What follows belongs to an exercise in optimizing a design on an open flow for small area, a short achievable clock period and few clock cycles per item; a production flow would make more cautious choices. Function was checked by simulation only, so behaviour that the tests miss may differ from the original. Power and IR drop assume default switching activity.

`design/flow/flow/run.sh`:
```
#!/bin/bash
# The standard layout (standard.sh, unchanged synthesis and steps) with two
# settings passed through the environment:
#  - port buffers made from buf_4 cells instead of the resizer's default pick
#    (a slow clkdlybuf4s50_1 that later repair cannot resize across footprints);
set -o pipefail
export BUFFER_PORTS_ARGS="-buffer_cell sky130_fd_sc_hd__buf_4"
export SETUP_SLACK_MARGIN=5.4
bash standard.sh > standard.log 2>&1
```
`design/flow/standard.sh`:
```
#!/bin/bash
# synth_recipe.tcl (not shown) runs the flow's synth.tcl, then flattens the netlist and writes it again
# the make line also repeats each setting of config.mk as NAME=value (left out here)
make -C /OpenROAD-flow-scripts/flow DESIGN_CONFIG=/design/flow/config.mk WORK_HOME=/design/flow/orfs CLKGATE_MAP_FILE= SYNTH_SCRIPT=/design/flow/synth_recipe.tcl "${@:-finish}"
```
`design/flow/config.mk`:
```
export PLATFORM = sky130hd
export DESIGN_NAME = dcache
export DESIGN_NICKNAME = dcache
export VERILOG_FILES = /design/flow/design.v
export SDC_FILE = /design/flow/constraint.sdc
export NUM_CORES = 4
export LEC_CHECK = 0
export CAP_MARGIN = 20
export CORE_MARGIN = 2
export CORE_UTILIZATION = 50
export CTS_CLUSTER_DIAMETER = 100
export CTS_CLUSTER_SIZE = 25
export SLEW_MARGIN = 20
```
`design/flow/constraint.sdc`:
```
create_clock -name core_clock -period 8.5 [get_ports {clk}]
set_input_delay 1.7000 -clock core_clock [delete_from_list [all_inputs] [get_ports {clk}]]
set_output_delay 1.7000 -clock core_clock [all_outputs]
set_load 0.01 [all_outputs]
```
`design/flow/design.v`:
```
module dcache #(
  parameter int LINES = 16,
  parameter int WORDS = 4,
  parameter int EK    = 4    
) (
  input  logic        clk,
  input  logic        reset,
  input  logic        read,
  input  logic        write,
  input  logic [31:0] address,
  input  logic [31:0] data_in,
  output logic [31:0] data_out,
  output logic        hit,
  output logic        done,
  output logic        busy,
  output logic        mem_req,
  output logic        mem_we,
  output logic [31:0] mem_addr,
  output logic [31:0] mem_wdata,
  input  logic [31:0] mem_rdata,
  input  logic        mem_ack
);
  localparam int IDX = $clog2(LINES);
  localparam int TW  = 28 - IDX;
  localparam int HW  = WORDS / 2;    
  logic        st_look;     
  logic        st_look2;    
  logic        st_refill;   
  logic        st_wmem;     
  logic        st_wdly;     
  logic        ph;        
  logic [31:2] ma;        
  logic [1:0]  roff;      
  logic        wfirst;    
  logic        pend;      
  logic [1:0]  pw;        
  logic [LINES-1:0]       valid;
  logic [EK-1:0]          tlow   [LINES];
  logic [TW-1:EK]         tslot0 [LINES/2];
  logic [TW-1:EK]         tslot1 [LINES/2];
  logic [HW-1:0][31:0]    slot0 [LINES];
  logic [HW-1:0][31:0]    slot1 [LINES];
  logic [IDX-1:0] ridx;
  logic [TW-1:0]  rtag;
  logic           lhit, last, unused_lsb;
  assign ridx = ma[3+IDX:4];
  assign rtag = ma[31:4+IDX];
  logic [LINES-1:0]       lsel;
  logic [LINES/2-1:0][1:0] tsl;   
  logic [HW-1:0][LINES-1:0] rsel;  
  logic                   late;   
  logic [TW-1:0]          tsel;
  logic [31:0]            rword;
  logic [HW-1:0][31:0]    rline;
  logic                   vsel;
  always_comb begin
    tsel = '0;
    rword = '0;
    vsel = 1'b0;
    rline = '0;
    for (int p = 0; p < LINES/2; p++)
      tsel[TW-1:EK] = tsel[TW-1:EK] | ({(TW-EK){tsl[p][0]}} & tslot0[p])
                                    | ({(TW-EK){tsl[p][1]}} & tslot1[p]);
    for (int i = 0; i < LINES; i++) begin
      tsel[EK-1:0] = tsel[EK-1:0] | ({EK{lsel[i]}} & tlow[i]);
      vsel = vsel | (lsel[i] & valid[i]);
      for (int h = 0; h < HW; h++)
        rline[h] = rline[h] | ({32{rsel[h][i]}} & slot0[i][h]);
    end
    for (int h = 0; h < HW; h++)
      rword = rword | rline[h];
  end
  assign lhit = vsel && (tsel == rtag);
  logic [IDX-1:0] aidx;
  logic           emiss;
  assign aidx  = address[3+IDX:4];
  assign emiss = !valid[aidx] || (tlow[aidx] != address[4+IDX+EK-1:4+IDX]);
  assign last = (ma[3:2] == roff);
  assign mem_addr = {ma, 2'b00};
  assign unused_lsb = ^address[1:0];
  logic          dnow;     
  logic [HW-1:0] ldir, lstg, ld;
  logic [HW-1:0][31:0] wbus;
  always_comb begin
    dnow = st_refill && mem_ack && (ma[3] != ph);
    for (int h = 0; h < HW; h++) begin
      ldir[h] = dnow && (ma[2] == h[0]);
      lstg[h] = pend && (pw[1] != ph) && (pw[0] == h[0]);
      ld[h]   = ldir[h] || lstg[h];
      wbus[h] = lstg[h] ? mem_wdata : mem_rdata;
    end
  end
  always_ff @(posedge clk or posedge reset) begin
    if (reset) begin
      st_look   <= 1'b0;
      st_look2  <= 1'b0;
      st_refill <= 1'b0;
      st_wmem   <= 1'b0;
      st_wdly   <= 1'b0;
      ph        <= 1'b0;
      busy      <= 1'b0;
      done      <= 1'b0;
      hit       <= 1'b0;
      mem_req   <= 1'b0;
      pend      <= 1'b0;
      valid     <= '0;
    end else begin
      ph <= !ph;
      if (!busy) begin
        hit       <= 1'b0;
        done      <= 1'b0;
        pend      <= 1'b0;
        busy      <= write | read;
        st_wmem   <= write;
        st_refill <= !write && read && emiss;
        st_look   <= !write && read && !emiss;
        mem_req   <= write | (read && emiss);
      end else begin
        st_look   <= 1'b0;
        st_look2  <= st_look && lhit && late;
        st_wdly   <= st_wmem && mem_ack && wfirst && lhit && (ma[3] != ph);
        st_refill <= (st_look && !lhit) || (st_refill && !(mem_ack && last));
        st_wmem   <= st_wmem && !mem_ack;
        mem_req   <= (st_look && !lhit) || (st_refill && !(mem_ack && last))
                  || (st_wmem && !mem_ack);
        if (st_look || st_wmem) hit <= lhit;
        pend <= (st_refill && mem_ack && (ma[3] == ph)) || (st_wmem && lhit) || st_wdly;
        done <= (st_look && lhit && !late) || st_look2 || (st_refill && mem_ack && last)
             || (st_wmem && mem_ack && !(wfirst && lhit && (ma[3] != ph))) || st_wdly;
        busy <= !((st_look && lhit && !late) || st_look2 || (st_refill && mem_ack && last)
               || (st_wmem && mem_ack && !(wfirst && lhit && (ma[3] != ph))) || st_wdly);
        if (st_refill) valid[ridx] <= 1'b1;
      end
    end
  end
  always_ff @(posedge clk) begin
    wfirst <= !busy;
    if (st_refill || st_wmem) pw <= ma[3:2];
    data_out <= (st_look || st_look2) ? rword : mem_rdata;
    for (int p = 0; p < LINES/2; p++) tsl[p] <= {tsl[p][0], tsl[p][1]};
    if (!busy) begin
        lsel      <= LINES'(1) << address[3+IDX:4];
        tsl       <= LINES'(1) << {address[3+IDX:5], address[4] ^ !ph};
        for (int h = 0; h < HW; h++)
          rsel[h] <= (address[2] == h[0]) ? LINES'(1) << address[3+IDX:4] : '0;
        late      <= address[3] ^ !ph;
        ma        <= {address[31:4], write ? address[3:2] : address[3:2] + 2'd1};
        roff      <= address[3:2];
        mem_we    <= write;
        mem_wdata <= data_in;
    end else if (st_refill) begin
        mem_wdata <= mem_rdata;
        if (mem_ack) ma[3:2] <= ma[3:2] + 2'd1;
    end
  end
  always_ff @(posedge clk) begin
    for (int i = 0; i < LINES; i++)
      for (int h = 0; h < HW; h++) begin
        slot1[i][h] <= slot0[i][h];
        slot0[i][h] <= (lsel[i] && ld[h]) ? wbus[h] : slot1[i][h];
      end
    if (st_refill) tlow[ridx] <= rtag[EK-1:0];
    for (int p = 0; p < LINES/2; p++) begin
      tslot1[p] <= tslot0[p];
      tslot0[p] <= (st_refill && ridx[IDX-1:1] == (IDX-1)'(p) && ridx[0] != ph)
                   ? rtag[TW-1:EK] : tslot1[p];
    end
  end
endmodule
```
==> results.sh, run 1 <==
export IMPL_slowest_stage="edfxtp_1"
export IMPL_port_buffers=197
export IMPL_yosysTopAreaCellShare_pct=62.3
export IMPL_slew_violations=0
export IMPL_rsz0062_at_grt="true"
export IMPL_worstPathCellList="buf_6"
export IMPL_cp_top_family="flip-flops"
export IMPL_synth_async_reset_ratio_pct=1.03
export IMPL_synth_area_um2=77600
export IMPL_worst_slew_pin_slew_ns=1.22
export IMPL_holdBufCountCts=0
export IMPL_grt_max_degree=73
export IMPL_fmax_ghz=0.318
export IMPL_reg2reg_to="mem_req"
export IMPL_synthTopCellsByArea="dfxtp_1 62%, edfxtp_1 7.0%, o21ai_0 6.7%"
export IMPL_drv_cap=0
export IMPL_cts_buffers=115
export IMPL_cts_max_level=3
export IMPL_clkTransAtPathRegs_ns=0.10
export IMPL_totalWireLength_um=249000
export IMPL_grt_use_total_pct=30.8
export IMPL_arrival_ns=1.45
export IMPL_crit_cells=1
export IMPL_root_buffer="clkbuf_16"
export IMPL_fin_hold_ws_ns=0.336
export IMPL_syn_inst=6746
export IMPL_drc=0
export IMPL_status="finished clean"
export IMPL_die_w_um=398
export IMPL_finalHoldViolations=0
export IMPL_r2r_start="busy"
export IMPL_cp_num_buf_inv=1
export IMPL_path_class="reg2out"
export IMPL_tns_ns=0
export IMPL_tritoncts="done"
export IMPL_yosys_area_share_adder_pct=0.0806
export IMPL_coreArea_um2=154000
export IMPL_synth_edf_count=180
export IMPL_wire_per_inst_um=27.8
export IMPL_synthMuxAreaShare_pct=4.27
export IMPL_yosysWarnings=5
export IMPL_finalCritPeriodShare_pct=37.0
export IMPL_endpoint_kind="output pin"
export IMPL_power_density_nw_per_um2=351
export IMPL_crit_fanout=2
export IMPL_clock_sinks=2624
export IMPL_leakage_nw=33.2
export IMPL_synth_top_family_by_area="compound AO/OA/AOI/OAI gates"
export IMPL_r2r_setup_slack_ns=5.45
export IMPL_slowest_delay_ns=0.49
export IMPL_drt_pass1_iterations=6
export IMPL_synth_simple_gate_area_share_pct=7.89
export IMPL_worstSetupStartpointType="flop"
export IMPL_grt_pass1_wl_um=356000
export IMPL_worstSetupStartpoint="ma[2]"
export IMPL_initial_core_util_pct=50.4
export IMPL_final_nets=6959
export IMPL_antenna_left=0
export IMPL_place_congestion=0.831
export IMPL_antenna_found_initial=3
export IMPL_syn_to_final_growth_pct=10.6
export IMPL_synth_distinct_cells=54
export IMPL_synth_top_area_cell="dfxtp_1"
export IMPL_clk_latency_ns=0.79
export IMPL_synth_xor_area_share_pct=0.474
export IMPL_fp_row_count=144
export IMPL_slew_limit_headroom_pct=19.0
export IMPL_critPathRequiredTime_ns=6.80
export IMPL_cp_endpoint="mem_addr[2]"
export IMPL_die_y_um=398
export IMPL_avgSynthCellArea_um2=11.5
export IMPL_hpwl_um=130000
export IMPL_clock_path_buffers=3
export IMPL_synthFlopType="dfxtp_1"
export IMPL_post_route_util_pct=55.7
export IMPL_drive_above_1_share_pct=13.2
export IMPL_ys_seq_area_share_pct=70.2
export IMPL_holdCritPathClass="reg2reg"
export IMPL_grt_ovfl_total=0
export IMPL_vias=52472
export IMPL_synth_compound_area_share_pct=14.7
export IMPL_fin_crit_ns=3.15
export IMPL_route_detailed_vias_per_inst=5.87
export IMPL_yosys_register_bits=2624
export IMPL_reg2reg_depth=8
export IMPL_skew_ns=0.0472
export IMPL_setup_violations=0
export IMPL_first_global_vias=50514
export IMPL_drt_iter0_markers=5457
export IMPL_pin_count=202
export IMPL_die_area_um2=158000
export IMPL_vdd_drop_max_v=0.000187
cell families after synthesis:
group           after synthesis
buf+inv                     493
compound gates             1828
other cells                   1
simple gates               1469
mux                         284
xor+xnor                     42
flops                      2624
fa+ha+maj                     5
how the worst min path moves through the flow:
| stage | start | endpoint | cells past startpoint |
|---|---|---|---|
| final | slot0[3][61] | slot1[3][61] | 0 |
| after global routing | slot0[3][61] | slot1[3][61] | 0 |
| after CTS | slot0[10][11] | slot1[10][11] | 0 |
| after detailed placement | slot0[1][11] | slot1[1][11] | 0 |
| after global placement | slot0[0][33] | slot1[0][33] | 0 |
| after floorplan | slot0[11][30] | slot1[11][30] | 0 |
area by class of cell:
type	instances	area [um^2]
fill	13360	68200
sequential	2624	54500
multi-input combinational	3630	21700
timing repair buffer	473	3910
clock buffer	146	3040
tap	2044	2560
clock inverter	9	93.8
inverter	9	36.3
antenna	1	2.50
registers in the layout, summed over array words and instances (netlist names), 16 cells and up:
name,flops
slot0,1024
slot1,1024
tslot0,160
tslot1,160
tlow,64
data_out,32
mem_wdata,32
rsel,32
ma,30
lsel,16
tsl,16
valid,16
through the flow:
stage                     area, um^2  setup WS (ns)  total power, mW  cells
after global routing           85900           5.28             31.4   8935
after global placement         81300           3.92             23.3   8653
after floorplan                77700           5.01             21.2   6747
final                          85900           5.35             30.1   8936
after detailed placement       81300           3.92             23.6   8654
after CTS                      85400           5.30             29.9   8897
layout by cell type, fill, tap and decap left out, types with 5 or more instances in the layout:
cell type	count
dfxtp_1	2403
nand2_1	1076
o21ai_0	1042
buf_4	421
a22oi_1	399
mux2_2	194
edfxtp_1	180
a22o_1	127
a221oi_1	122
clkbuf_16	118
nand4_1	91
nand3_1	72
nor2_1	70
a21oi_1	66
mux2i_1	61
nor4_1	44
buf_6	40
nand2_4	32
a222oi_1	32
clkbuf_1	29
xor2_1	28
nor3_1	26
dfrtp_1	24
mux4_2	18
and2_1	14
xnor2_1	12
nand2b_1	9
dfxtp_2	9
inv_1	8
mux2i_2	8
and3_1	7
nor2b_1	6
a31o_2	6
a21o_1	6
o21bai_1	5
o31ai_1	5
ha_1	5
dfxtp_4	5
synthesized netlist by cell type, types with 2 or more instances:
library cell / count
nand2_1: 1110
xor2_1: 29
o21bai_1: 5
dfrtp_1: 27
a222oi_1: 32
inv_1: 9
ha_1: 5
edfxtp_1: 180
nor2_1: 73
nor4_1: 47
a22o_1: 127
buf_2: 27
a221oi_2: 4
o21ai_0: 1044
nand4_1: 91
a21o_1: 6
nand3_1: 73
a22oi_1: 399
clkbuf_2: 2
a221oi_1: 122
or2_2: 3
dfxtp_1: 2417
mux4_2: 18
clkbuf_1: 420
mux2_2: 194
buf_1: 30
nand2b_1: 10
and2_1: 15
nor2b_1: 6
nor3_1: 26
mux2i_1: 72
a211o_1: 2
xnor2_1: 13
a31o_2: 6
o31ai_1: 5
and3_1: 8
a21oi_1: 68
buf_4: 5
timing repair:
item / in CTS / in global routing
gates cloned: 3 / 1
setup endpoints to repair: 900 / 156
setup buffers: 85 / 37
resized for setup: 48 / 44
pin swaps: 7 / 6
power by group:
group / switching (mW) / total (mW) / leakage (nW) / internal (mW)
Sequential: 2.07 / 18.8 / 21.9 / 16.7
Combinational: 2.96 / 4.99 / 9.77 / 2.04
Clock: 3.82 / 6.35 / 1.52 / 2.53
worst register-to-register path, cell delays in order (launching register included):
cell      delay, ns
dfrtp_4        0.53
buf_4          0.21
buf_4          0.33
inv_4          0.40
buf_6          0.59
nor2_1         0.16
a22o_1         0.24
o21bai_1       0.16
a211o_1        0.32
layer usage:
metal	GRT usage, %	routed length [um]
met5	0	27
met4	7.21	6010
met3	4.96	18900
met2	48.9	113000
met1	44.2	111000
Testbench counts, summed over its fixed seeds: cycles 153,843, items 24,000.
==> run 2, diff against run 1 <==
--- a/design/flow/design.v
+++ b/design/flow/design.v
@@ -33,6 +33,7 @@
   logic [1:0]  roff;      
   logic        wfirst;    
   logic        pend;      
+  logic        wsrc;      
   logic [1:0]  pw;        
   logic [LINES-1:0]       valid;
   logic [EK-1:0]          tlow   [LINES];
@@ -87,7 +88,7 @@
       ldir[h] = dnow && (ma[2] == h[0]);
       lstg[h] = pend && (pw[1] != ph) && (pw[0] == h[0]);
       ld[h]   = ldir[h] || lstg[h];
-      wbus[h] = lstg[h] ? mem_wdata : mem_rdata;
+      wbus[h] = lstg[h] ? (wsrc ? mem_wdata : data_out) : mem_rdata;
     end
   end
   always_ff @(posedge clk or posedge reset) begin
@@ -135,6 +136,7 @@
   end
   always_ff @(posedge clk) begin
     wfirst <= !busy;
+    wsrc   <= st_wmem || st_wdly;
     if (st_refill || st_wmem) pw <= ma[3:2];
     data_out <= (st_look || st_look2) ? rword : mem_rdata;
     for (int p = 0; p < LINES/2; p++) tsl[p] <= {tsl[p][0], tsl[p][1]};
@@ -149,7 +151,6 @@
         mem_we    <= write;
         mem_wdata <= data_in;
     end else if (st_refill) begin
-        mem_wdata <= mem_rdata;
         if (mem_ack) ma[3:2] <= ma[3:2] + 2'd1;
     end
   end
==> run 2 against run 1 <==
Net effect:
- wire length shrank 0.37%
- cell area fell by 0.47%
- largest cell class unchanged
- still clean on timing, DRC and antenna
- area after synthesis grew 0.10%
- count of clock-buffer cells in the layout unchanged
- hold slack worse by 0.00066 ns
==> results.sh, run 2 <==
export IMPL_port_buffers=197
export IMPL_slew_limit_headroom_pct=21.7
export IMPL_arrival_ns=1.53
export IMPL_syn_inst=6792
export IMPL_yosysTopAreaCellShare_pct=62.3
export IMPL_min_delay_start="slot0[11][9]"
export IMPL_antenna_left=0
export IMPL_slowest_delay_ns=0.55
export IMPL_fp_row_count=144
export IMPL_grt_max_degree=68
export IMPL_final_nets=6961
export IMPL_coreArea_um2=154000
export IMPL_die_area_um2=159000
export IMPL_syn_to_final_growth_pct=9.98
export IMPL_fin_hold_ws_ns=0.335
export IMPL_avgSynthCellArea_um2=11.4
export IMPL_synth_distinct_cells=56
export IMPL_vias=52538
export IMPL_pin_count=202
export IMPL_clkTransAtPathRegs_ns=0.10
export IMPL_skew_ns=0.0331
export IMPL_holdBufCountCts=0
export IMPL_synth_area_um2=77700
export IMPL_cts_max_level=3
export IMPL_worstSetupStartpoint="mem_wdata[0]"
export IMPL_worstSetupStartpointType="flop"
export IMPL_hpwl_um=126000
export IMPL_finalCritPeriodShare_pct=38.0
export IMPL_grt_ovfl_total=0
export IMPL_root_buffer="clkbuf_16"
export IMPL_final_common_cell="dfxtp_1"
export IMPL_drive_above_1_share_pct=12.4
export IMPL_wire_per_inst_um=27.7
export IMPL_grt_use_total_pct=30.7
export IMPL_path_class="reg2out"
export IMPL_power_density_nw_per_um2=376
export IMPL_critPathRequiredTime_ns=6.80
export IMPL_drv_cap=0
export IMPL_tns_ns=0
export IMPL_clk_latency_ns=0.78
export IMPL_vdd_drop_max_v=0.000209
export IMPL_synth_edf_count=180
export IMPL_drt_iter0_markers=5721
export IMPL_cts_buffers=115
export IMPL_synth_async_reset_ratio_pct=1.03
export IMPL_fmax_ghz=0.309
export IMPL_setup_violations=0
export IMPL_design_area_um2=85500
export IMPL_fin_crit_ns=3.23
export IMPL_worstPathCellList="buf_6"
export IMPL_synthTopCellsByCount="2418 x dfxtp_1, 1136 x nand2_1, 1072 x o21ai_0, 415 x clkbuf_1, 390 x a22oi_1"
export IMPL_clock_sinks=2625
export IMPL_r2r_start="ph"
export IMPL_fillerInstances=13427
export IMPL_worst_slew_pin_slew_ns=1.18
export IMPL_die_y_um=398
export IMPL_yosys_register_bits=2625
export IMPL_crit_fanout=2
export IMPL_tritoncts="done"
export IMPL_place_congestion=0.830
export IMPL_drc=0
export IMPL_grt_pass1_wl_um=356000
export IMPL_totalWireLength_um=248000
export IMPL_slew_violations=0
export IMPL_cp_num_buf_inv=1
export IMPL_final_cell_mix="2402 x dfxtp_1, 1101 x nand2_1, 1066 x o21ai_0, 391 x buf_4, 390 x a22oi_1"
export IMPL_antenna_found_initial=7
export IMPL_ys_seq_area_share_pct=70.1
export IMPL_initial_core_util_pct=50.4
export IMPL_clock_path_buffers=3
export IMPL_rsz0062_at_grt="true"
export IMPL_synthFlopType="dfxtp_1"
export IMPL_reg_top3="slot0: 1024 flops, slot1: 1024 flops"
export IMPL_route_detailed_vias_per_inst=5.88
export IMPL_drt_pass1_iterations=6
export IMPL_synth_most_common_cell="dfxtp_1"
export IMPL_holdCritPathClass="reg2reg"
export IMPL_leakage_nw=32.8
export IMPL_die_w_um=398
export IMPL_endpoint_kind="output pin"
export IMPL_synthTopCellsByArea="dfxtp_1 62%, edfxtp_1 7.0%, o21ai_0 6.9%"
export IMPL_place_area_um2=81200
export IMPL_slowest_stage="edfxtp_1"
export IMPL_status="finished clean"
export IMPL_first_global_vias=50784
export IMPL_synth_top_area_cell="dfxtp_1"
export IMPL_finalHoldViolations=0
export IMPL_cp_top_family="flip-flops"
export IMPL_yosysWarnings=5
## run 2: changes by cell type after synthesis, sizes merged, moves of 10 or more
cell and delta:
a21oi +30, nand2 +26, and3 +10, nor2 +32
mux2i -40, o21ai +28, and2 -12, mux2 -34
buf +12
## run 2: repair_timing
item / in CTS / in global routing
endpoints found under the setup margin: 885 / 342
buffers inserted: 55 / 33
pin swaps: 2 / 3
resized for setup: 53 / 28
cloned: 2 / 1
## run 2: power breakdown
part	internal [mW]	switching, mW	total, mW
registers	17.3	2.13	19.5
logic	2.25	4.03	6.29
clock network	2.55	3.81	6.35
total	22.1	9.97	32.1
## run 2: final timing paths
check / slack [ns] / cells past startpoint / to
max in group asynchronous: 7.06 / 2 / ph
worst max register to register: 5.48 / 8 / slot0[7][8]
min in group asynchronous: 1.00 / 2 / valid[15]
worst min register to register: 0.34 / 0 / slot1[11][9]
worst min-delay path: 0.34 / 0 / slot1[11][9]
worst max-delay path: 5.27 / 1 / mem_wdata[0]
## run 2: area by class of cell
class                      instances  area (um^2)  share of cell area [%]
inverter                           9         38.8                  0.0454
multi-input combinational       3669        21700                    25.4
clock buffer                     146         3060                    3.58
antenna                            6         15.0                  0.0176
timing repair buffer             435         3510                    4.11
clock inverter                     6         83.8                  0.0981
sequential                      2625        54500                    63.8
tap                             2044         2560                    2.99
## run 2: logic make-up after synthesis
logic type               after synthesis  synth area share, %
other                                  1              0.00483
AND/OR/NAND/NOR                     1520                 8.13
buffers and inverters                501                 2.63
adder cells (fa/ha/maj)                5               0.0805
flip-flops                          2625                 70.1
AO/OA/AOI/OAI                       1881                 15.1
multiplexers                         217                 3.46
XOR/XNOR                              42                0.473
## run 2: metrics by stage
| stage | std cells | setup slack, ns | utilization (%) | power, mW |
|---|---|---|---|---|
| after floorplan | 6793 | 4.85 | - | 22.6 |
| after global placement | 8686 | 3.94 | 52.6 | 25.2 |
| after detailed placement | 8689 | 3.92 | 52.6 | 25.5 |
| after CTS | 8898 | 5.25 | 55.1 | 31.9 |
| after global routing | 8934 | 5.25 | 55.4 | 33.6 |
| final | 8940 | 5.27 | 55.4 | 32.1 |
## run 2: layer usage
metal / GRT usage (%) / share of wire (%) / vias to the layer above
met5: 0 / 0.025 / -
met4: 8.56 / 2.8 / 10
met3: 4.52 / 7.7 / 376
met2: 48.1 / 45 / 2034
met1: 44.3 / 45 / 26277
li1: - / - / 23841
Testbench counts of run 2, summed over its fixed seeds: cycles 153,843, items 24,000.
==> run 3, diff against run 2 <==
==> design/flow/run.sh (new file) <==
#!/bin/bash
# synth_recipe.tcl (not shown) runs the flow's synth.tcl, then flattens the netlist and writes it again
# the make line also repeats each setting of config.mk as NAME=value (left out here)
make -C /OpenROAD-flow-scripts/flow DESIGN_CONFIG=/design/flow/config.mk WORK_HOME=/design/flow/orfs CLKGATE_MAP_FILE= SYNTH_SCRIPT=/design/flow/synth_recipe.tcl finish
--- a/design/flow/config.mk
+++ b/design/flow/config.mk
@@ -10,4 +10,5 @@
 export CORE_UTILIZATION = 50
 export CTS_CLUSTER_DIAMETER = 100
 export CTS_CLUSTER_SIZE = 25
+export SETUP_SLACK_MARGIN = 5
 export SLEW_MARGIN = 20
removed: design/flow/flow/run.sh
removed: design/flow/standard.sh
==> run 3 against run 2 <==
Net effect:
- combinational power fell by 3%
- largest cell class unchanged
- setup slack got worse by 0.30 ns
- sequential share of layout area about the same
- die area is the same
- fmax shrank 8.4%
==> results.sh, run 3 <==
export IMPL_slew_violations=0
export IMPL_fin_total_pwr_mw=32.0
export IMPL_drt_pass1_iterations=8
export IMPL_worst_slew_pin_slew_ns=1.21
export IMPL_synth_xor_area_share_pct=0.473
export IMPL_fmax_ghz=0.283
export IMPL_hpwl_um=130000
export IMPL_endpoint_kind="flop"
export IMPL_yosysWarnings=5
export IMPL_cts_max_level=3
export IMPL_finalCritPeriodShare_pct=41.5
export IMPL_synth_top_area_cell="dfxtp_1"
export IMPL_root_buffer="clkbuf_16"
export IMPL_synthTopCellsByArea="dfxtp_1 62%, edfxtp_1 7.0%, o21ai_0 6.9%"
export IMPL_final_common_cell="dfxtp_1"
export IMPL_drv_cap=0
export IMPL_slew_limit_headroom_pct=19.4
export IMPL_worstPathCellList="clkdlybuf4s50_1, nand3_1, o22ai_4, buf_4, nand2_4, buf_12, nand2_1, o21ai_0"
export IMPL_antenna_found_initial=4
export IMPL_fin_crit_ns=3.53
export IMPL_worstSetupStartpointType="input port"
export IMPL_synth_compound_area_share_pct=15.1
export IMPL_final_nets=6921
export IMPL_final_cell_mix="2408 x dfxtp_1, 1103 x nand2_1, 1066 x o21ai_0, 390 x a22oi_1, 183 x clkdlybuf4s50_1"
export IMPL_synthFlopType="dfxtp_1"
export IMPL_synth_edf_count=180
export IMPL_yosysTopAreaCellShare_pct=62.3
export IMPL_vdd_drop_max_v=0.000243
export IMPL_synthTopCellsByCount="2418 x dfxtp_1, 1136 x nand2_1, 1072 x o21ai_0, 415 x clkbuf_1, 390 x a22oi_1"
export IMPL_grt_max_degree=66
export IMPL_holdCritPathClass="reg2reg"
export IMPL_fp_row_count=144
export IMPL_drc=0
export IMPL_synth_most_common_cell="dfxtp_1"
export IMPL_route_detailed_vias_per_inst=5.82
export IMPL_rsz0062_at_grt="true"
export IMPL_crit_fanout=38
export IMPL_holdBufCountCts=0
export IMPL_clkTransAtPathRegs_ns=0.10
export IMPL_die_w_um=398
export IMPL_grt_use_total_pct=30.6
export IMPL_coreArea_um2=154000
export IMPL_ys_seq_area_share_pct=70.1
export IMPL_port_buffers=197
export IMPL_path_class="in2reg"
export IMPL_yosys_register_bits=2625
export IMPL_synth_area_um2=77700
export IMPL_initial_core_util_pct=50.4
export IMPL_critPathRequiredTime_ns=9.11
export IMPL_syn_to_final_growth_pct=10.0
export IMPL_setup_violations=0
export IMPL_clk_latency_ns=0.78
export IMPL_syn_inst=6792
export IMPL_wire_per_inst_um=27.8
export IMPL_slowest_delay_ns=0.67
export IMPL_synth_distinct_cells=56
export IMPL_first_global_vias=50275
export IMPL_leakage_nw=32.5
export IMPL_die_area_um2=159000
export IMPL_tritoncts="done"
export IMPL_synthMuxAreaShare_pct=3.46
export IMPL_yosys_area_share_adder_pct=0.0805
export IMPL_slowest_stage="clkdlybuf4s50_1"
export IMPL_grt_pass1_wl_um=352000
export IMPL_cts_buffers=115
export IMPL_power_density_nw_per_um2=374
export IMPL_drive_above_1_share_pct=8.89
export IMPL_skew_ns=0.0327
export IMPL_pin_count=202
export IMPL_fin_hold_ws_ns=0.339
export IMPL_synth_top_family_by_area="compound AO/OA/AOI/OAI gates"
export IMPL_grt_ovfl_total=0
export IMPL_reg_top3="slot0: 1024 flops, slot1: 1024 flops"
export IMPL_totalWireLength_um=247000
export IMPL_synth_async_reset_ratio_pct=1.03
export IMPL_avgSynthCellArea_um2=11.4
export IMPL_cp_num_buf_inv=3
export IMPL_place_congestion=0.823
export IMPL_tns_ns=0
export IMPL_synth_simple_gate_area_share_pct=8.13
export IMPL_drt_iter0_markers=5400
export IMPL_die_y_um=398
export IMPL_finalHoldViolations=0
export IMPL_vias=51791
export IMPL_status="finished clean"
export IMPL_arrival_ns=4.14
export IMPL_clock_path_buffers=3
export IMPL_clock_sinks=2625
export IMPL_antenna_left=0
export IMPL_cp_top_family="buffers and inverters"
==> run 3: timing repair <==
action                                  CTS  global route
setup buffers                            38             0
cloned                                    0             0
endpoints found under the setup margin  935           373
resized for setup                        40            45
pin swaps                                 2             0
==> run 3: cell families (layout without fill, tap and decap cells) <==
family                   after synthesis  count (layout)
other                                  1               4
AO/OA/AOI/OAI                       1881            1881
XOR/XNOR                              42              42
adder cells (fa/ha/maj)                5               5
multiplexers                         217             217
AND/OR/NAND/NOR                     1520            1520
buffers and inverters                501             560
flip-flops                          2625            2625
==> run 3: worst paths after layout <==
path	from	to	slack, ns	depth (start not counted)
max in group asynchronous	reset	valid[7]	6.80	2
min in group asynchronous	reset	done	1.30	2
worst max register to register	ph	slot0[14][9]	5.18	8
worst max-delay path	mem_ack	slot0[13][25]	4.97	8
worst min register to register	slot0[1][26]	slot1[1][26]	0.34	0
worst min-delay path	slot0[1][26]	slot1[1][26]	0.34	0
==> run 3: cell type report <==
type                            count  area, um^2
Sequential cell                  2625       54500
Clock buffer                      147        3050
Inverter                            9        38.8
Tap cell                         2044        2560
Antenna cell                        2        5.00
Timing Repair Buffer              397        3670
Fill cell                       13297       68700
Multi-Input combinational cell   3667       21600
Clock inverter                      7        83.8
==> run 3: power by group <==
part,switching (mW),internal [mW],leakage (nW)
Clock,3.78,2.54,1.52
Combinational,3.92,2.20,9.04
Sequential,2.19,17.3,21.9
Total,9.89,22.1,32.5
==> run 3: stage by stage <==
stage          worst slack (ns)  instances  util (%)  cell area, um^2
5_1_grt                    4.94       8897      55.4            85500
4_1_cts                    4.88       8894      55.3            85300
3_3_place_gp               3.24       8700      53.0            81700
2_1_floorplan              4.85       6793         -            77700
3_5_place_dp               3.34       8702      53.0            81800
6_report                   4.97       8898      55.4            85500
==> run 3: metal layers <==
| metal | global-route usage [%] | wire length (um) | vias up |
|---|---|---|---|
| met5 | 0 | 11 | - |
| met4 | 9.02 | 8170 | 2 |
| met3 | 5.65 | 19200 | 436 |
| met2 | 47.9 | 110000 | 1955 |
| met1 | 43.3 | 109000 | 25647 |
| li1 | - | - | 23751 |
==> run 4, diff against run 3 <==
--- a/design/flow/design.v
+++ b/design/flow/design.v
@@ -33,7 +33,6 @@
   logic [1:0]  roff;      
   logic        wfirst;    
   logic        pend;      
-  logic        wsrc;      
   logic [1:0]  pw;        
   logic [LINES-1:0]       valid;
   logic [EK-1:0]          tlow   [LINES];
@@ -88,7 +87,7 @@
       ldir[h] = dnow && (ma[2] == h[0]);
       lstg[h] = pend && (pw[1] != ph) && (pw[0] == h[0]);
       ld[h]   = ldir[h] || lstg[h];
-      wbus[h] = lstg[h] ? (wsrc ? mem_wdata : data_out) : mem_rdata;
+      wbus[h] = lstg[h] ? mem_wdata : mem_rdata;
     end
   end
   always_ff @(posedge clk or posedge reset) begin
@@ -136,7 +135,6 @@
   end
   always_ff @(posedge clk) begin
     wfirst <= !busy;
-    wsrc   <= st_wmem || st_wdly;
     if (st_refill || st_wmem) pw <= ma[3:2];
     data_out <= (st_look || st_look2) ? rword : mem_rdata;
     for (int p = 0; p < LINES/2; p++) tsl[p] <= {tsl[p][0], tsl[p][1]};
@@ -151,6 +149,7 @@
         mem_we    <= write;
         mem_wdata <= data_in;
     end else if (st_refill) begin
+        mem_wdata <= mem_rdata;
         if (mem_ack) ma[3:2] <= ma[3:2] + 2'd1;
     end
   end
==> run 4 against run 3 <==
Net effect:
- wire length up 0.16%
- power is 6.0% lower
- combinational power is 19% lower
- cell area increased by 0.41%
- final cell count fell by 0.18%
- die area shrank 0.10%
- sequential cell count decreased by 1
- register-to-register slack got worse by 0.06 ns
- sequential share of layout area decreased by 0.30 points
- area after synthesis decreased by 0.10%
- setup slack improved by 0.050 ns
- clock skew increased by 0.0027 ns
- critical path type unchanged
- highest routed layer is now met4
==> results.sh, run 4 <==
export IMPL_final_cell_mix="2417 x dfxtp_1, 1076 x nand2_1, 1043 x o21ai_0, 399 x a22oi_1, 194 x mux2_2"
export IMPL_coreArea_um2=154000
export IMPL_synthTopCellsByArea="dfxtp_1 62%, edfxtp_1 7.0%, o21ai_0 6.7%"
export IMPL_fin_hold_ws_ns=0.336
export IMPL_layout_cells_non_filler=8882
export IMPL_synth_top_area_cell="dfxtp_1"
export IMPL_slew_violations=0
export IMPL_crit_cells=9
export IMPL_drc=0
export IMPL_root_buffer="clkbuf_16"
export IMPL_skew_ns=0.0354
export IMPL_finalCritPeriodShare_pct=40.9
export IMPL_synthTopCellsByCount="2417 x dfxtp_1, 1110 x nand2_1, 1044 x o21ai_0, 420 x clkbuf_1, 399 x a22oi_1"
export IMPL_worst_slack_ns=5.02
export IMPL_route_detailed_vias_per_inst=5.88
export IMPL_slowest_stage="clkdlybuf4s50_1"
export IMPL_clock_sinks=2624
export IMPL_tritoncts="done"
export IMPL_grt_pass1_wl_um=356000
export IMPL_grt_ovfl_total=0
export IMPL_reg_top3="slot0: 1024 flops, slot1: 1024 flops"
export IMPL_setup_violations=0
export IMPL_avgSynthCellArea_um2=11.5
export IMPL_synth_area_um2=77600
export IMPL_synth_edf_count=180
export IMPL_slew_limit_headroom_pct=20.1
export IMPL_worstSetupStartpointType="input port"
export IMPL_drv_cap=0
export IMPL_internal_power_mw=21.2
export IMPL_hold_depth=0
export IMPL_dp_slack_ns=3.46
export IMPL_clk_latency_ns=0.78
export IMPL_cts_buffers=115
export IMPL_drt_pass1_iterations=6
export IMPL_antenna_found_initial=7
export IMPL_cp_num_buf_inv=4
export IMPL_synth_top_family_by_area="compound AO/OA/AOI/OAI gates"
export IMPL_worst_slew_pin_slew_ns=1.20
export IMPL_path_class="in2reg"
export IMPL_hpwl_um=131000
export IMPL_fin_total_pwr_mw=30.1
export IMPL_power_density_nw_per_um2=350
export IMPL_holdCritPathClass="reg2reg"
export IMPL_yosysWarnings=5
export IMPL_die_w_um=398
export IMPL_seqPwrFrac_pct=62.2
export IMPL_p_sw_mw=8.82
export IMPL_yosysTopAreaCellShare_pct=62.3
export IMPL_grt_use_total_pct=30.6
export IMPL_cts_max_level=3
export IMPL_syn_to_final_growth_pct=10.6
export IMPL_endpoint_kind="flop"
export IMPL_port_buffers=197
export IMPL_place_inst=8661
export IMPL_synthMuxAreaShare_pct=4.27
export IMPL_arrival_ns=4.11
export IMPL_fmax_ghz=0.287
export IMPL_fillerInstances=13382
export IMPL_antenna_left=0
export IMPL_initial_core_util_pct=50.4
export IMPL_first_global_vias=50507
export IMPL_synth_most_common_cell="dfxtp_1"
export IMPL_worstPathCellList="clkdlybuf4s50_1, nand3_1, o21ai_4, buf_12, buf_4, nand2_4, buf_6, nand2_1, o21ai_0"
export IMPL_finalHoldViolations=0
export IMPL_clkTransAtPathRegs_ns=0.10
export IMPL_synth_xor_area_share_pct=0.474
export IMPL_grt_max_degree=66
export IMPL_final_nets=6898
export IMPL_vdd_drop_max_v=0.000209
export IMPL_rsz0062_at_grt="true"
export IMPL_slowest_delay_ns=0.61
export IMPL_p_sw_share_pct=29.4
export IMPL_crit_fanout=52
export IMPL_status="finished clean"
export IMPL_yosys_register_bits=2624
export IMPL_die_y_um=398
export IMPL_holdBufCountCts=0
export IMPL_tns_ns=0
export IMPL_syn_inst=6746
export IMPL_fin_crit_ns=3.48
export IMPL_leakage_nw=32.7
export IMPL_drt_iter0_markers=5523
export IMPL_drive_above_1_share_pct=9.16
export IMPL_cp_top_family="buffers and inverters"
export IMPL_final_common_cell="dfxtp_1"
export IMPL_combPwrFrac_pct=16.5
export IMPL_place_congestion=0.835
export IMPL_synth_simple_gate_area_share_pct=7.89
export IMPL_synth_compound_area_share_pct=14.7
export IMPL_ys_seq_area_share_pct=70.2
export IMPL_die_area_um2=158000
export IMPL_vias=52231
export IMPL_pin_count=202
export IMPL_clock_path_buffers=3
export IMPL_clockPowerShare_pct=21.3
export IMPL_wire_per_inst_um=27.9
export IMPL_synthFlopType="dfxtp_1"
export IMPL_yosys_area_share_adder_pct=0.0806
export IMPL_synth_async_reset_ratio_pct=1.03
export IMPL_critPathRequiredTime_ns=9.13
export IMPL_fp_row_count=144
export IMPL_totalWireLength_um=247000
export IMPL_synth_distinct_cells=54
export IMPL_reg2reg_depth=9
-- run 4: cell count changes after synthesis, sizes merged, moves of 9 or more --
cell,before,now
and3,18,8
mux2,160,194
buf,74,62
a22oi,390,399
nand2,1136,1110
a21oi,98,68
o21ai,1073,1045
and2,3,15
nor2,105,73
mux2i,32,72
-- run 4: per-stage QoR --
step | utilization (%) | instance area [um^2]
2_1_floorplan | - | 77600
3_3_place_gp | 53.1 | 81800
3_5_place_dp | 53.1 | 81800
4_1_cts | 55.6 | 85600
5_1_grt | 55.7 | 85800
6_report | 55.7 | 85800
-- run 4: timing repair --
action / in CTS / in global routing
buffers inserted: 55 / 2
gates cloned: 0 / 1
setup endpoints to repair: 892 / 279
gates resized for setup: 33 / 43
pin swaps: 3 / 0
-- run 4: final timing paths --
path | from | to | slack (ns)
max | mem_ack | slot0[7][38] | 5.02
min | slot0[10][25] | slot1[10][25] | 0.34
max reg2reg | ph | slot0[7][38] | 5.12
min reg2reg | slot0[10][25] | slot1[10][25] | 0.34
max in group asynchronous | reset | busy | 6.89
min in group asynchronous | reset | valid[13] | 1.29
-- run 4: power by group through the flow --
stage	clock network [mW]	registers, mW	logic, mW
after floorplan	0	18.2	3.00
after global placement	0	18.8	4.62
after detailed placement	0	19.0	4.69
after CTS	6.47	18.6	4.90
after global routing	6.88	19.1	5.37
final	6.41	18.7	4.95
-- run 4: area by class of cell --
class	instances	area (um^2)	share of cell area, %
diodes	5	12.5	0.0146
clock inverters	7	105	0.122
inverters	9	36.3	0.0423
well taps	2044	2560	2.98
clock buffers	151	3080	3.59
repair buffers	412	3800	4.43
multi-input cells	3630	21800	25.4
flip-flops and latches	2624	54500	63.5
-- run 4: cells by family after synthesis --
family / Yosys count
AO/OA/AOI/OAI: 1828
XOR/XNOR: 42
adder cells (fa/ha/maj): 5
buffers and inverters: 493
flip-flops: 2624
multiplexers: 284
other: 1
AND/OR/NAND/NOR: 1469
-- run 4: per-layer routing --
layer	share of wire [%]	global-route usage [%]	up-vias	wire, um
met3	7.6	4.33	331	18900
li1	-	-	23688	-
met4	2.5	6.78	0	6100
met5	0	0	-	0
met1	45	44.4	26093	111000
met2	45	48.6	2119	112000
Testbench counts of run 4, summed over its fixed seeds: cycles 153,843, items 24,000.
==> run 5, diff against run 4 <==
--- a/design/flow/design.v
+++ b/design/flow/design.v
@@ -23,6 +23,7 @@
   localparam int IDX = $clog2(LINES);
   localparam int TW  = 28 - IDX;
   localparam int HW  = WORDS / 2;    
+  logic        idle;
   logic        st_look;     
   logic        st_look2;    
   logic        st_refill;   
@@ -31,6 +32,8 @@
   logic        ph;        
   logic [31:2] ma;        
   logic [1:0]  roff;      
+  logic [1:0]  bw;        
+  logic [IDX-1:0] ix;     
   logic        wfirst;    
   logic        pend;      
   logic [1:0]  pw;        
@@ -43,7 +46,7 @@
   logic [IDX-1:0] ridx;
   logic [TW-1:0]  rtag;
   logic           lhit, last, unused_lsb;
-  assign ridx = ma[3+IDX:4];
+  assign ridx = ix;
   assign rtag = ma[31:4+IDX];
   logic [LINES-1:0]       lsel;
   logic [LINES/2-1:0][1:0] tsl;   
@@ -75,16 +78,16 @@
   logic           emiss;
   assign aidx  = address[3+IDX:4];
   assign emiss = !valid[aidx] || (tlow[aidx] != address[4+IDX+EK-1:4+IDX]);
-  assign last = (ma[3:2] == roff);
+  assign last = (bw == roff);
   assign mem_addr = {ma, 2'b00};
   assign unused_lsb = ^address[1:0];
   logic          dnow;     
   logic [HW-1:0] ldir, lstg, ld;
   logic [HW-1:0][31:0] wbus;
   always_comb begin
-    dnow = st_refill && mem_ack && (ma[3] != ph);
+    dnow = st_refill && mem_ack && (bw[1] != ph);
     for (int h = 0; h < HW; h++) begin
-      ldir[h] = dnow && (ma[2] == h[0]);
+      ldir[h] = dnow && (bw[0] == h[0]);
       lstg[h] = pend && (pw[1] != ph) && (pw[0] == h[0]);
       ld[h]   = ldir[h] || lstg[h];
       wbus[h] = lstg[h] ? mem_wdata : mem_rdata;
@@ -92,6 +95,7 @@
   end
   always_ff @(posedge clk or posedge reset) begin
     if (reset) begin
+      idle      <= 1'b1;
       st_look   <= 1'b0;
       st_look2  <= 1'b0;
       st_refill <= 1'b0;
@@ -106,11 +110,12 @@
       valid     <= '0;
     end else begin
       ph <= !ph;
-      if (!busy) begin
+      if (idle) begin
         hit       <= 1'b0;
         done      <= 1'b0;
         pend      <= 1'b0;
         busy      <= write | read;
+        idle      <= !(write | read);
         st_wmem   <= write;
         st_refill <= !write && read && emiss;
         st_look   <= !write && read && !emiss;
@@ -118,27 +123,32 @@
       end else begin
         st_look   <= 1'b0;
         st_look2  <= st_look && lhit && late;
-        st_wdly   <= st_wmem && mem_ack && wfirst && lhit && (ma[3] != ph);
+        st_wdly   <= st_wmem && mem_ack && wfirst && lhit && (roff[1] != ph);
         st_refill <= (st_look && !lhit) || (st_refill && !(mem_ack && last));
         st_wmem   <= st_wmem && !mem_ack;
         mem_req   <= (st_look && !lhit) || (st_refill && !(mem_ack && last))
                   || (st_wmem && !mem_ack);
         if (st_look || st_wmem) hit <= lhit;
-        pend <= (st_refill && mem_ack && (ma[3] == ph)) || (st_wmem && lhit) || st_wdly;
+        pend <= (st_refill && mem_ack && (bw[1] == ph)) || (st_wmem && lhit) || st_wdly;
         done <= (st_look && lhit && !late) || st_look2 || (st_refill && mem_ack && last)
-             || (st_wmem && mem_ack && !(wfirst && lhit && (ma[3] != ph))) || st_wdly;
+             || (st_wmem && mem_ack && !(wfirst && lhit && (roff[1] != ph))) || st_wdly;
         busy <= !((st_look && lhit && !late) || st_look2 || (st_refill && mem_ack && last)
-               || (st_wmem && mem_ack && !(wfirst && lhit && (ma[3] != ph))) || st_wdly);
+               || (st_wmem && mem_ack && !(wfirst && lhit && (roff[1] != ph))) || st_wdly);
+        idle <= (st_look && lhit && !late) || st_look2 || (st_refill && mem_ack && last)
+             || (st_wmem && mem_ack && !(wfirst && lhit && (roff[1] != ph))) || st_wdly;
         if (st_refill) valid[ridx] <= 1'b1;
       end
     end
   end
   always_ff @(posedge clk) begin
-    wfirst <= !busy;
-    if (st_refill || st_wmem) pw <= ma[3:2];
+    wfirst <= idle;
+    if (st_refill)    pw <= bw;
+    else if (st_wmem) pw <= roff;
     data_out <= (st_look || st_look2) ? rword : mem_rdata;
     for (int p = 0; p < LINES/2; p++) tsl[p] <= {tsl[p][0], tsl[p][1]};
-    if (!busy) begin
+    if (idle) begin
+        if (read) bw <= address[3:2] + 2'd1;
+        if (read || write) ix <= address[3+IDX:4];
         lsel      <= LINES'(1) << address[3+IDX:4];
         tsl       <= LINES'(1) << {address[3+IDX:5], address[4] ^ !ph};
         for (int h = 0; h < HW; h++)
@@ -150,7 +160,10 @@
         mem_wdata <= data_in;
     end else if (st_refill) begin
         mem_wdata <= mem_rdata;
-        if (mem_ack) ma[3:2] <= ma[3:2] + 2'd1;
+        if (mem_ack) begin
+          ma[3:2] <= ma[3:2] + 2'd1;
+          bw      <= bw + 2'd1;
+        end
     end
   end
   always_ff @(posedge clk) begin
==> design/flow/flow/run.sh (new file) <==
#!/bin/bash
# The standard layout (standard.sh, unchanged synthesis and steps) with two
# settings passed through the environment:
#  - port buffers made from buf_4 cells instead of the resizer's default pick
#    (a slow clkdlybuf4s50_1 that later repair cannot resize across footprints);
set -o pipefail
export BUFFER_PORTS_ARGS="-buffer_cell sky130_fd_sc_hd__buf_4"
export SETUP_SLACK_MARGIN=5.4
bash standard.sh > standard.log 2>&1
==> design/flow/standard.sh (new file) <==
#!/bin/bash
# synth_recipe.tcl (not shown) runs the flow's synth.tcl, then flattens the netlist and writes it again
# the make line also repeats each setting of config.mk as NAME=value (left out here)
make -C /OpenROAD-flow-scripts/flow DESIGN_CONFIG=/design/flow/config.mk WORK_HOME=/design/flow/orfs CLKGATE_MAP_FILE= SYNTH_SCRIPT=/design/flow/synth_recipe.tcl "${@:-finish}"
--- a/design/flow/config.mk
+++ b/design/flow/config.mk
@@ -10,5 +10,4 @@
 export CORE_UTILIZATION = 50
 export CTS_CLUSTER_DIAMETER = 100
 export CTS_CLUSTER_SIZE = 25
-export SETUP_SLACK_MARGIN = 5
 export SLEW_MARGIN = 20
removed: design/flow/run.sh
==> run 5 against run 4 <==
Net effect:
- critical endpoint is now mem_req
- sequential cell count grew 7
- hold slack gained 0.0010 ns
- cell area is essentially flat
- critical path type unchanged
- area after synthesis grew 0.41%
- highest routed layer unchanged
- setup slack gained 0.34 ns
- largest power group unchanged
- sequential power is essentially flat
==> results.sh, run 5 <==
export IMPL_synth_most_common_cell="dfxtp_1"
export IMPL_skew_ns=0.0396
export IMPL_cts_buffers=115
export IMPL_critPathRequiredTime_ns=9.17
export IMPL_min_delay_start="slot0[9][3]"
export IMPL_r2r_start="rsel[7]"
export IMPL_slew_violations=0
export IMPL_grt_use_total_pct=30.9
export IMPL_wire_per_inst_um=28.1
export IMPL_grt_max_degree=65
export IMPL_coreArea_um2=154000
export IMPL_pin_count=202
export IMPL_drt_pass1_iterations=7
export IMPL_yosysTopAreaCellShare_pct=62.1
export IMPL_die_area_um2=159000
export IMPL_die_y_um=399
export IMPL_die_w_um=399
export IMPL_tritoncts="done"
export IMPL_grtUsageMet3_pct=4.02
export IMPL_endpoint_kind="flop"
export IMPL_port_buffers=197
export IMPL_synth_top_area_cell="dfxtp_1"
export IMPL_setup_violations=0
export IMPL_drt_iter0_markers=4931
export IMPL_finalCritPeriodShare_pct=36.9
export IMPL_clock_sinks=2631
export IMPL_combPwrFrac_pct=19.1
export IMPL_worst_slew_pin_slew_ns=1.20
export IMPL_p_sw_share_pct=30.8
export IMPL_power_density_nw_per_um2=362
export IMPL_final_nets=6910
export IMPL_slew_limit_headroom_pct=19.9
export IMPL_drc=0
export IMPL_syn_to_final_growth_pct=10.1
export IMPL_clk_latency_ns=0.80
export IMPL_met1_usage_pct=42.8
export IMPL_synth_edf_count=186
export IMPL_final_cell_mix="2414 x dfxtp_1, 1045 x nand2_1, 1028 x o21ai_0, 390 x a22oi_1, 374 x buf_4"
export IMPL_fin_total_pwr_mw=31.1
export IMPL_syn_inst=6738
export IMPL_synthFlopType="dfxtp_1"
export IMPL_finalHoldViolations=0
export IMPL_arrival_ns=3.81
export IMPL_grt_pass1_wl_um=358000
export IMPL_cts_max_level=3
export IMPL_antenna_left=0
export IMPL_synth_async_reset_ratio_pct=1.06
export IMPL_vias=52005
export IMPL_reg_top3="slot0: 1024 flops, slot1: 1024 flops"
export IMPL_drive_above_1_share_pct=12.3
export IMPL_root_buffer="clkbuf_16"
export IMPL_leakage_nw=33.1
export IMPL_fin_crit_ns=3.13
export IMPL_route_detailed_vias_per_inst=5.85
export IMPL_initial_core_util_pct=50.5
export IMPL_yosys_register_bits=2631
export IMPL_first_global_vias=50547
export IMPL_hpwl_um=132000
export IMPL_path_class="in2reg"
export IMPL_status="finished clean"
export IMPL_fmax_ghz=0.319
export IMPL_clkTransAtPathRegs_ns=0.11
export IMPL_grt_use_met2_pct=50.8
export IMPL_drv_cap=0
export IMPL_crit_fanout=38
export IMPL_internal_power_mw=21.5
export IMPL_synthTopCellsByArea="dfxtp_1 62%, edfxtp_1 7.2%, o21ai_0 6.6%"
export IMPL_avgSynthCellArea_um2=11.6
export IMPL_clock_path_buffers=3
export IMPL_yosysWarnings=5
export IMPL_worstSetupStartpoint="address[4]"
export IMPL_synthTopCellsByCount="2417 x dfxtp_1, 1077 x nand2_1, 1029 x o21ai_0, 446 x clkbuf_1, 390 x a22oi_1"
export IMPL_tns_ns=0
export IMPL_clockPowerShare_pct=20.4
export IMPL_grt_ovfl_total=0
export IMPL_grt_busiest_layer="met2"
export IMPL_synth_distinct_cells=55
export IMPL_rsz0062_at_grt="true"
export IMPL_post_route_util_pct=55.6
export IMPL_fp_row_count=144
export IMPL_antenna_found_initial=2
export IMPL_p_sw_mw=9.56
export IMPL_holdCritPathClass="reg2reg"
export IMPL_seqPwrFrac_pct=60.5
export IMPL_vdd_drop_max_v=0.000243
export IMPL_place_congestion=0.845
export IMPL_synth_area_um2=77900
export IMPL_worstSetupStartpointType="input port"
export IMPL_totalWireLength_um=249000
export IMPL_ys_seq_area_share_pct=70.1
export IMPL_final_common_cell="dfxtp_1"
-- run 5: area by class of cell --
type | instances | area [um^2]
inverter | 22 | 82.6
clock inverter | 10 | 135
sequential | 2631 | 54700
tap | 2044 | 2560
fill | 13302 | 68600
timing repair buffer | 435 | 3580
multi-input combinational | 3599 | 21700
antenna | 1 | 2.50
clock buffer | 145 | 3000
-- run 5: cells by family after synthesis --
group	share of synthesized area, %
other	0.00481
DFF	70.1
and+or+nand+nor	7.79
muxes	4.41
xor gates and xnor gates	0.506
AOI/OAI and AO/OA	14.5
buffers and inverters	2.52
adders and majority gates	0.0803
-- run 5: power groups by stage --
stage	Sequential, mW	Clock (mW)	Combinational (mW)
after floorplan	18.3	0	3.30
after global placement	18.9	0	5.41
after detailed placement	19.1	0	5.52
after CTS	18.7	6.39	5.85
after global routing	19.2	6.82	6.44
final	18.8	6.33	5.95
-- run 5: path summary, 6_finish.rpt --
path / depth (start not counted) / slack (ns) / endpoint
worst max-delay path: 8 / 5.37 / mem_req
worst min-delay path: 0 / 0.34 / slot1[9][3]
worst max register to register: 5 / 5.47 / data_out[0]
worst min register to register: 0 / 0.34 / slot1[9][3]
max in group asynchronous: 2 / 7.10 / valid[5]
min in group asynchronous: 2 / 0.96 / mem_req
-- run 5: worst max-delay path, stage by stage --
cell and delay (ns):
buf_16 0.22, mux4_1 0.60, mux4_2 0.54, xnor2_1 0.17, nand3_1 0.17, nor2_2 0.14, nor2_1 0.04, nand4bb_1 0.17
-- run 5: metal layers --
layer  vias to the layer above  wire length [um]
li1                      23699                 -
met2                      1839            116000
met5                         -                 0
met1                     26063            109000
met3                       404             16400
met4                         0              7790
-- run 5: stage by stage --
stage	hold slack, ns	instances	instance area [um^2]	setup slack, ns
after global placement	0.333	8656	81600	4.24
final	0.337	8887	85800	5.37
after CTS	0.337	8871	85500	5.33
after global routing	0.338	8886	85800	5.26
after floorplan	0.330	6739	77900	4.92
after detailed placement	0.336	8657	81700	4.22
-- run 5: timing repair --
action	CTS	global route
buffers inserted	59	15
gates cloned	0	0
pin swaps	2	0
hold buffers	0	0
setup endpoints to repair	936	309
gates resized for setup	63	34
Testbench counts of run 5, summed over its fixed seeds: cycles 153,843, items 24,000.

-- separate check: timing with driven ports --
How much do the figures lean on ideal ports? The routed layouts below were timed once more, with nothing changed but the port constraints.
Step 1, drivers: a clkbuf_16 drives clk and a buf_2 each remaining input, both assumed.
Step 2 times the ports against the registers' clock, not the clock port: input delays grow and output delays shrink by t, the midpoint of the rising clock arrivals with the driver on.
Slacks: ideal / step 1 / step 2; pairs: ideal / step 1.
run | shift t [ns] | setup slack, ns | hold WS [ns] | worst setup path after step 2
run 1 | 0.854 | 5.354 / 5.232 / 4.378 | 0.336 / 0.336 / 0.336 | input to register
run 2 | 0.859 | 5.268 / 5.176 / 4.494 | 0.335 / 0.335 / 0.335 | input to register
run 3 | 0.839 | 4.971 / 4.991 / 4.183 | 0.339 / 0.339 / 0.339 | input to register
run 4 | 0.852 | 5.021 / 4.985 / 4.147 | 0.336 / 0.336 / 0.336 | input to register
run 5 | 0.859 | 5.366 / 5.306 / 4.485 | 0.337 / 0.337 / 0.337 | input to register
After both steps every run listed still meets setup and hold. The setup slack of run 1, which loses most, moves by -0.122 ns with the drivers and by -0.976 ns with both steps.
